From an optimization exercise on the open Yosys and OpenROAD flow, aimed at small area, a short achievable clock period and few clock cycles per item; shortcuts taken in it are not production practice. Where RTL was checked, it was by simulation tests only, not by an equivalence proof against the original. Power and IR drop assume default switching activity.

==> flow/design.v <==
package resizer_pkg;
   localparam int FRAME_W = 8;              
   localparam int FRAME_H = 6;              
   localparam int COL_W   = 4;              
   localparam int ROW_W   = 3;              
   localparam int ADDR_W  = 6;              
   localparam int TAP_OUTER  = -1;          
   localparam int TAP_INNER  = 9;           
   localparam int ROUND_ADD  = 128;         
   localparam int NORM_SHIFT = 8;           
   typedef struct packed {
      logic [7:0] b;
      logic [7:0] g;
      logic [7:0] r;
   } pixel_t;
   typedef struct packed {
      pixel_t row0;                         
      pixel_t row1;                         
      pixel_t row2;                         
      pixel_t row3;                         
   } column_t;
   localparam int COLUMN_BITS = 4 * 24;     
   typedef struct packed {
      logic col_valid;                      
      logic eol;                            
      logic eof;                            
   } beat_tag_t;
endpackage
`timescale 1ns/10ps
module bicubic_resizer (
   input  logic        i_clk,
   input  logic        i_rstn,
   input  logic [31:0] i_s_data,               
   input  logic        i_s_valid,
   output logic        o_s_ready,
   output resizer_pkg::pixel_t      o_m_data,
   output logic        o_m_valid,
   output logic        o_m_eol,
   output logic        o_m_eof,
   input  logic        i_m_ready
);
   logic [23:0] in_pix;
   assign in_pix = i_s_data[23:0];                
   logic [23:0] r0 [8];
   logic [23:0] r1 [8];
   logic [23:0] r2 [8];
   logic [2:0] x;           
   logic [2:0] r;           
   logic [2:0] vc;          
   logic       fl;          
   logic       prev;        
   logic       prow5;       
   logic       tpend;       
   logic       tis5;        
   logic       sk_v;        
   logic       adv;         
   assign adv = ~sk_v;
   logic       pending;
   logic       st_norm, st_fl, st_any;
   logic       fl_go, fl_may;                 
   logic [2:0] c;           
   logic       vstep;       
   logic       tonly;       
   logic       vrow5;
   logic       first;
   assign pending = prev | tpend;
   assign first   = ~fl;
   assign c       = fl ? vc : x;
   assign st_norm = o_s_ready & i_s_valid;
   assign st_fl   = fl_go | (fl_may & ~i_s_valid);
   assign st_any  = st_norm | st_fl;
   assign vstep   = st_norm ? ((r >= 3'd2) | prev) : prev;
   assign tonly   = st_fl & ~prev & tpend & (c < 3'd2);
   assign vrow5   = prev & prow5;
   function automatic logic [4:0] tap_sel(input logic pv, input logic p5, input logic [2:0] rr,
                                          input logic lt);
      logic t, b4, b5a, b5b;
      t   = ~pv & (rr == 3'd2);
      b4  = pv & ~p5;
      b5a = pv & p5 & (rr[0] | lt);
      b5b = pv & p5 & ~(rr[0] | lt);
      tap_sel = {t | b5b, b5b, b5a, b5a, b4 | b5b};    
   endfunction
   logic sel_a1, sel_b0, sel_c1, sel_d1, sel_d0;
   logic [23:0] h0, h1, h2;
   logic [23:0] ta, tb, tc, td;
   assign h0 = r0[0];
   assign h1 = r1[0];
   assign h2 = r2[0];
   assign ta = sel_a1 ? h1 : h2;
   assign tb = sel_b0 ? h0 : h1;
   assign tc = sel_c1 ? h1 : h0;
   assign td = sel_d1 ? h1 : (sel_d0 ? h0 : in_pix);
   logic       e_em, e_hv, e_t0, e_c0, e_c7, e_sub, e_eol, e_eof;
   always_comb begin
      e_em  = 1'b0;
      e_hv  = 1'b0;
      e_t0  = 1'b0;
      e_eol = 1'b0;
      e_eof = 1'b0;
      e_c0  = (c == 3'd0);
      e_c7  = (c == 3'd7);
      e_sub = (c >= 3'd2);
      if (st_any && vstep) begin
         e_hv = 1'b1;
         e_em = (c >= 3'd2) | tpend;
      end else if (st_any && tonly) begin
         e_t0 = (c == 3'd0);
         e_em = 1'b1;
      end
      if (c == 3'd1 && tpend) begin
         e_eol = 1'b1;
         e_eof = tis5;
      end
   end
   always_ff @(posedge i_clk) begin
      if (st_any) begin
         for (int j = 0; j < 7; j++) begin
            r0[j] <= r0[j+1];
            r1[j] <= r1[j+1];
            r2[j] <= r2[j+1];
         end
         r0[7] <= st_fl ? r0[0] : in_pix;
         r1[7] <= st_fl ? r1[0] : r0[0];
         r2[7] <= st_fl ? r2[0] : r1[0];
      end
   end
   logic       prev_n, prow5_n, tpend_n, tis5_n, fl_n;
   logic [2:0] x_n, r_n, vc_n;
   always_comb begin
      prev_n  = prev;
      prow5_n = prow5;
      tpend_n = tpend;
      tis5_n  = tis5;
      x_n     = x;
      r_n     = r;
      vc_n    = vc;
      if (st_any) begin
         if (vstep && c == 3'd7) begin
            tpend_n = 1'b1;
            tis5_n  = vrow5;
            if (vrow5) prev_n = 1'b0;
            if (prev) prow5_n = 1'b1;
         end else if ((vstep || tonly) && c == 3'd1) begin
            tpend_n = 1'b0;
         end
         if (st_norm && x == 3'd7 && r == 3'd5) begin
            prev_n  = 1'b1;
            prow5_n = 1'b0;
         end
      end
      if (st_norm) begin
         x_n = x + 3'd1;
         if (x == 3'd7) r_n = (r == 3'd5) ? 3'd0 : r + 3'd1;
      end
      if (st_fl) vc_n = c + 3'd1;
      fl_n = fl;
      if (st_fl) fl_n = !(!prev_n && !tpend_n && (c + 3'd1 == x));
   end
   always_ff @(posedge i_clk) begin
      if (!i_rstn) begin
         x     <= '0;
         r     <= '0;
         vc    <= '0;
         fl    <= 1'b0;
         prev  <= 1'b0;
         prow5 <= 1'b0;
         tpend <= 1'b0;
         tis5  <= 1'b0;
         {sel_a1, sel_b0, sel_c1, sel_d1, sel_d0} <= '0;
      end else begin
         x     <= x_n;
         r     <= r_n;
         vc    <= vc_n;
         fl    <= fl_n;
         prev  <= prev_n;
         prow5 <= prow5_n;
         tpend <= tpend_n;
         tis5  <= tis5_n;
         {sel_a1, sel_b0, sel_c1, sel_d1, sel_d0} <= tap_sel(prev_n, prow5_n, r_n, fl_n & (vc_n < x_n));
      end
   end
   logic sk_v_n, hd_free;
   always_ff @(posedge i_clk) begin
      if (!i_rstn) begin
         o_s_ready <= 1'b1;
         fl_go     <= 1'b0;
         fl_may    <= 1'b0;
      end else begin
         o_s_ready <= ~sk_v_n & ~fl_n;
         fl_go     <= ~sk_v_n & fl_n;
         fl_may    <= ~sk_v_n & ~fl_n & (prev_n | tpend_n);
      end
   end
   logic [2:0][8:0] p1_bc, p1_ad;
   logic p1_em, p1_hv, p1_t0, p1_c0, p1_c7, p1_sub, p1_eol, p1_eof;
   always_ff @(posedge i_clk) begin
      if (adv) begin
         for (int ch = 0; ch < 3; ch++) begin
            p1_bc[ch] <= {1'b0, tb[ch*8 +: 8]} + {1'b0, tc[ch*8 +: 8]};
            p1_ad[ch] <= {1'b0, ta[ch*8 +: 8]} + {1'b0, td[ch*8 +: 8]};
         end
         p1_c0  <= e_c0;
         p1_c7  <= e_c7;
         p1_sub <= e_sub;
         p1_eol <= e_eol;
         p1_eof <= e_eof;
      end
   end
   logic signed [13:0] vs [3];
   logic p2_em, p2_hv, p2_t0, p2_c0, p2_c7, p2_sub, p2_eol, p2_eof;
   always_ff @(posedge i_clk) begin
      if (adv && p1_hv) begin
         for (int ch = 0; ch < 3; ch++)
            vs[ch] <= $signed({1'b0, p1_bc[ch], 3'b000}) + $signed({4'b0, p1_bc[ch]})
                      - $signed({4'b0, p1_ad[ch]}) + 14'sd8;
      end
   end
   always_ff @(posedge i_clk) begin
      if (adv) begin
         p2_c0  <= p1_c0;
         p2_c7  <= p1_c7;
         p2_sub <= p1_sub;
         p2_eol <= p1_eol;
         p2_eof <= p1_eof;
      end
   end
   logic signed [17:0] q1 [3];
   logic signed [16:0] q2 [3];
   logic signed [13:0] q3 [3];
   logic signed [17:0] q1_a [3], q1_b [3], q1_n [3], bt [3];
   logic signed [16:0] q2_b [3], q2_c [3], q2_n [3];
   always_comb begin
      for (int ch = 0; ch < 3; ch++) begin
         q1_a[ch] = p2_c0 ? (18'(q3[ch]) <<< 3) : (18'(vs[ch]) <<< 3);
         q1_b[ch] = (p2_c0 | p2_c7) ? 18'sd0 : 18'(vs[ch]);
         q1_n[ch] = 18'(q2[ch]) + q1_a[ch] + q1_b[ch];
         q2_b[ch] = p2_c0 ? 17'sd0 : 17'(vs[ch]);
         q2_c[ch] = p2_c0 ? 17'sd0 : 17'(q3[ch]);
         q2_n[ch] = (17'(vs[ch]) <<< 3) + q2_b[ch] - q2_c[ch];
         bt[ch]   = q1[ch] - (p2_sub ? 18'(vs[ch]) : 18'sd0);
      end
   end
   always_ff @(posedge i_clk) begin
      if (adv) begin
         for (int ch = 0; ch < 3; ch++) begin
            if (p2_hv || p2_t0) q1[ch] <= q1_n[ch];
            if (p2_hv) begin
               q2[ch] <= q2_n[ch];
               q3[ch] <= vs[ch];
            end
         end
      end
   end
   always_ff @(posedge i_clk) begin
      if (!i_rstn) begin
         p1_em <= 1'b0;
         p1_hv <= 1'b0;
         p1_t0 <= 1'b0;
         p2_em <= 1'b0;
         p2_hv <= 1'b0;
         p2_t0 <= 1'b0;
      end else if (adv) begin
         p1_em <= e_em;
         p1_hv <= e_hv;
         p1_t0 <= e_t0;
         p2_em <= p1_em;
         p2_hv <= p1_hv;
         p2_t0 <= p1_t0;
      end
   end
   function automatic logic [7:0] clip(input logic [9:0] acc);    
      if (acc[9])      clip = 8'd0;
      else if (acc[8]) clip = 8'd255;
      else             clip = acc[7:0];
   endfunction
   logic [25:0] pushd;
   logic [25:0] sk;
   logic        push;
   assign pushd   = {p2_eol, p2_eof, clip(bt[2][17:8]), clip(bt[1][17:8]), clip(bt[0][17:8])};
   assign push    = adv & p2_em;
   assign hd_free = ~o_m_valid | i_m_ready;
   assign sk_v_n  = ~hd_free & (sk_v | push);
   always_ff @(posedge i_clk) begin
      if (!i_rstn) begin
         o_m_valid <= 1'b0;
         sk_v      <= 1'b0;
      end else begin
         sk_v <= sk_v_n;
         if (hd_free) o_m_valid <= sk_v | push;
      end
   end
   always_ff @(posedge i_clk) begin
      if (hd_free) {o_m_eol, o_m_eof, o_m_data} <= sk_v ? sk : pushd;
      if (push) sk <= pushd;
   end
endmodule
clock: 8.0 ns
lec_check: 0
abc_area: 1
cap_margin: 20
core_margin: 2
core_utilization: 40
setup_slack_margin: 5
slew_margin: 20
run.sh (not shown) runs the stock make flow with config.mk's settings and CLKGATE_MAP_FILE= SYNTH_SCRIPT=/design/flow/synth_recipe.tcl, a recipe that flattens the netlist after the stock synthesis.
The starting point completed with no timing, DRC or antenna violations.
Next try:
--- a/flow/design.v
+++ b/flow/design.v
@@ -39,9 +39,9 @@
    output logic        o_m_eof,
    input  logic        i_m_ready
 );
    logic [23:0] in_pix;
-   assign in_pix = i_s_data[23:0];                
+   logic        in_v;
    logic [23:0] r0 [8];
    logic [23:0] r1 [8];
    logic [23:0] r2 [8];
    logic [2:0] x;           
@@ -55,21 +55,17 @@
    logic       sk_v;        
    logic       adv;         
    assign adv = ~sk_v;
    logic       pending;
-   logic       st_norm, st_fl, st_any;
-   logic       fl_go, fl_may;                 
+   logic       st_norm, st_fl, st_any;    
    logic [2:0] c;           
    logic       vstep;       
    logic       tonly;       
    logic       vrow5;
    logic       first;
    assign pending = prev | tpend;
    assign first   = ~fl;
    assign c       = fl ? vc : x;
-   assign st_norm = o_s_ready & i_s_valid;
-   assign st_fl   = fl_go | (fl_may & ~i_s_valid);
-   assign st_any  = st_norm | st_fl;
    assign vstep   = st_norm ? ((r >= 3'd2) | prev) : prev;
    assign tonly   = st_fl & ~prev & tpend & (c < 3'd2);
    assign vrow5   = prev & prow5;
    function automatic logic [4:0] tap_sel(input logic pv, input logic p5, input logic [2:0] rr,
@@ -179,18 +175,27 @@
          tis5  <= tis5_n;
          {sel_a1, sel_b0, sel_c1, sel_d1, sel_d0} <= tap_sel(prev_n, prow5_n, r_n, fl_n & (vc_n < x_n));
       end
    end
-   logic sk_v_n, hd_free;
+   logic take, in_v_n, sk_v_n, hd_free;
+   assign take    = o_s_ready & i_s_valid;
+   assign in_v_n  = take | (in_v & ~st_norm);
+   always_ff @(posedge i_clk) begin
+      if (~in_v | st_norm) in_pix <= i_s_data[23:0];     
+   end
    always_ff @(posedge i_clk) begin
       if (!i_rstn) begin
+         in_v      <= 1'b0;
          o_s_ready <= 1'b1;
-         fl_go     <= 1'b0;
-         fl_may    <= 1'b0;
+         st_norm   <= 1'b0;
+         st_fl     <= 1'b0;
+         st_any    <= 1'b0;
       end else begin
-         o_s_ready <= ~sk_v_n & ~fl_n;
-         fl_go     <= ~sk_v_n & fl_n;
-         fl_may    <= ~sk_v_n & ~fl_n & (prev_n | tpend_n);
+         in_v      <= in_v_n;
+         o_s_ready <= ~in_v_n | (~sk_v_n & ~fl_n);
+         st_norm   <= ~sk_v_n & ~fl_n & in_v_n;
+         st_fl     <= ~sk_v_n & (fl_n | (~in_v_n & (prev_n | tpend_n)));
+         st_any    <= ~sk_v_n & (fl_n | in_v_n | prev_n | tpend_n);
       end
    end
    logic [2:0][8:0] p1_bc, p1_ad;
    logic p1_em, p1_hv, p1_t0, p1_c0, p1_c7, p1_sub, p1_eol, p1_eof;
@@ -227,8 +232,10 @@
    end
    logic signed [17:0] q1 [3];
    logic signed [16:0] q2 [3];
    logic signed [13:0] q3 [3];
+   logic [2:0][9:0]    p3_acc;                  
+   logic p3_em, p3_eol, p3_eof;
    logic signed [17:0] q1_a [3], q1_b [3], q1_n [3], bt [3];
    logic signed [16:0] q2_b [3], q2_c [3], q2_n [3];
    always_comb begin
       for (int ch = 0; ch < 3; ch++) begin
@@ -248,9 +255,12 @@
             if (p2_hv) begin
                q2[ch] <= q2_n[ch];
                q3[ch] <= vs[ch];
             end
+            p3_acc[ch] <= bt[ch][17:8];
          end
+         p3_eol <= p2_eol;
+         p3_eof <= p2_eof;
       end
    end
    always_ff @(posedge i_clk) begin
       if (!i_rstn) begin
@@ -259,15 +269,17 @@
          p1_t0 <= 1'b0;
          p2_em <= 1'b0;
          p2_hv <= 1'b0;
          p2_t0 <= 1'b0;
+         p3_em <= 1'b0;
       end else if (adv) begin
          p1_em <= e_em;
          p1_hv <= e_hv;
          p1_t0 <= e_t0;
          p2_em <= p1_em;
          p2_hv <= p1_hv;
          p2_t0 <= p1_t0;
+         p3_em <= p2_em;
       end
    end
    function automatic logic [7:0] clip(input logic [9:0] acc);    
       if (acc[9])      clip = 8'd0;
@@ -276,10 +288,10 @@
    endfunction
    logic [25:0] pushd;
    logic [25:0] sk;
    logic        push;
-   assign pushd   = {p2_eol, p2_eof, clip(bt[2][17:8]), clip(bt[1][17:8]), clip(bt[0][17:8])};
-   assign push    = adv & p2_em;
+   assign pushd   = {p3_eol, p3_eof, clip(p3_acc[2]), clip(p3_acc[1]), clip(p3_acc[0])};
+   assign push    = adv & p3_em;
    assign hd_free = ~o_m_valid | i_m_ready;
    assign sk_v_n  = ~hd_free & (sk_v | push);
    always_ff @(posedge i_clk) begin
       if (!i_rstn) begin
After rerunning:
- synthesized area goes up by 1.6%
- combinational power goes up by about 90%
- sequential share of layout area goes up by 4.0 points
- total power goes up by 36%
- cell area goes down by 1.7%
- register-to-register slack is better by 0.16 ns
- wire length goes down by 8.4%
- die area goes up by 1.6%
- clock power goes up by about 4%
- hold slack is worse by 0.0045 ns
- sequential cell count goes up by 59
- worst setup slack is better by 0.16 ns
- via count goes down by 3.6%
- non-clock buffer count goes down by 87
Testbench counts after the change, summed over its fixed seeds: cycles 3,256, pixels 3,072.
For the first run of this note, only the layout was checked, not whether the RTL still works.

re-timing with driven ports:
Ports are ideal in the flow. The routed layouts listed here were re-timed in OpenROAD.
Step 1: set_driving_cell puts a clkbuf_16 on i_clk and a buf_2 on each other input, an assumption about the parent block.
Step 2, shift: input delay + t, output delay - t, t = (earliest + latest rising clock arrival at the registers) / 2. This alone moves slack from input paths to output paths.
a / b / c = ideal / step 1 / step 2; a / b = the first two.
| run | shift t [ns] | setup WS [ns] | hold WS [ns] | cell pins on the clock port's net |
|---|---|---|---|---|
| the first run | 0.726 | 4.837 / 4.837 / 4.378 | 0.406 / 0.406 / 0.406 | 1 |
| the second run | 0.732 | 4.993 / 4.993 / 4.757 | 0.402 / 0.402 / 0.402 | 1 |
After both steps every run listed still meets setup and hold. For the first run, which loses most, drivers alone change the setup slack by 0.000 ns; drivers and shift together by -0.459 ns.
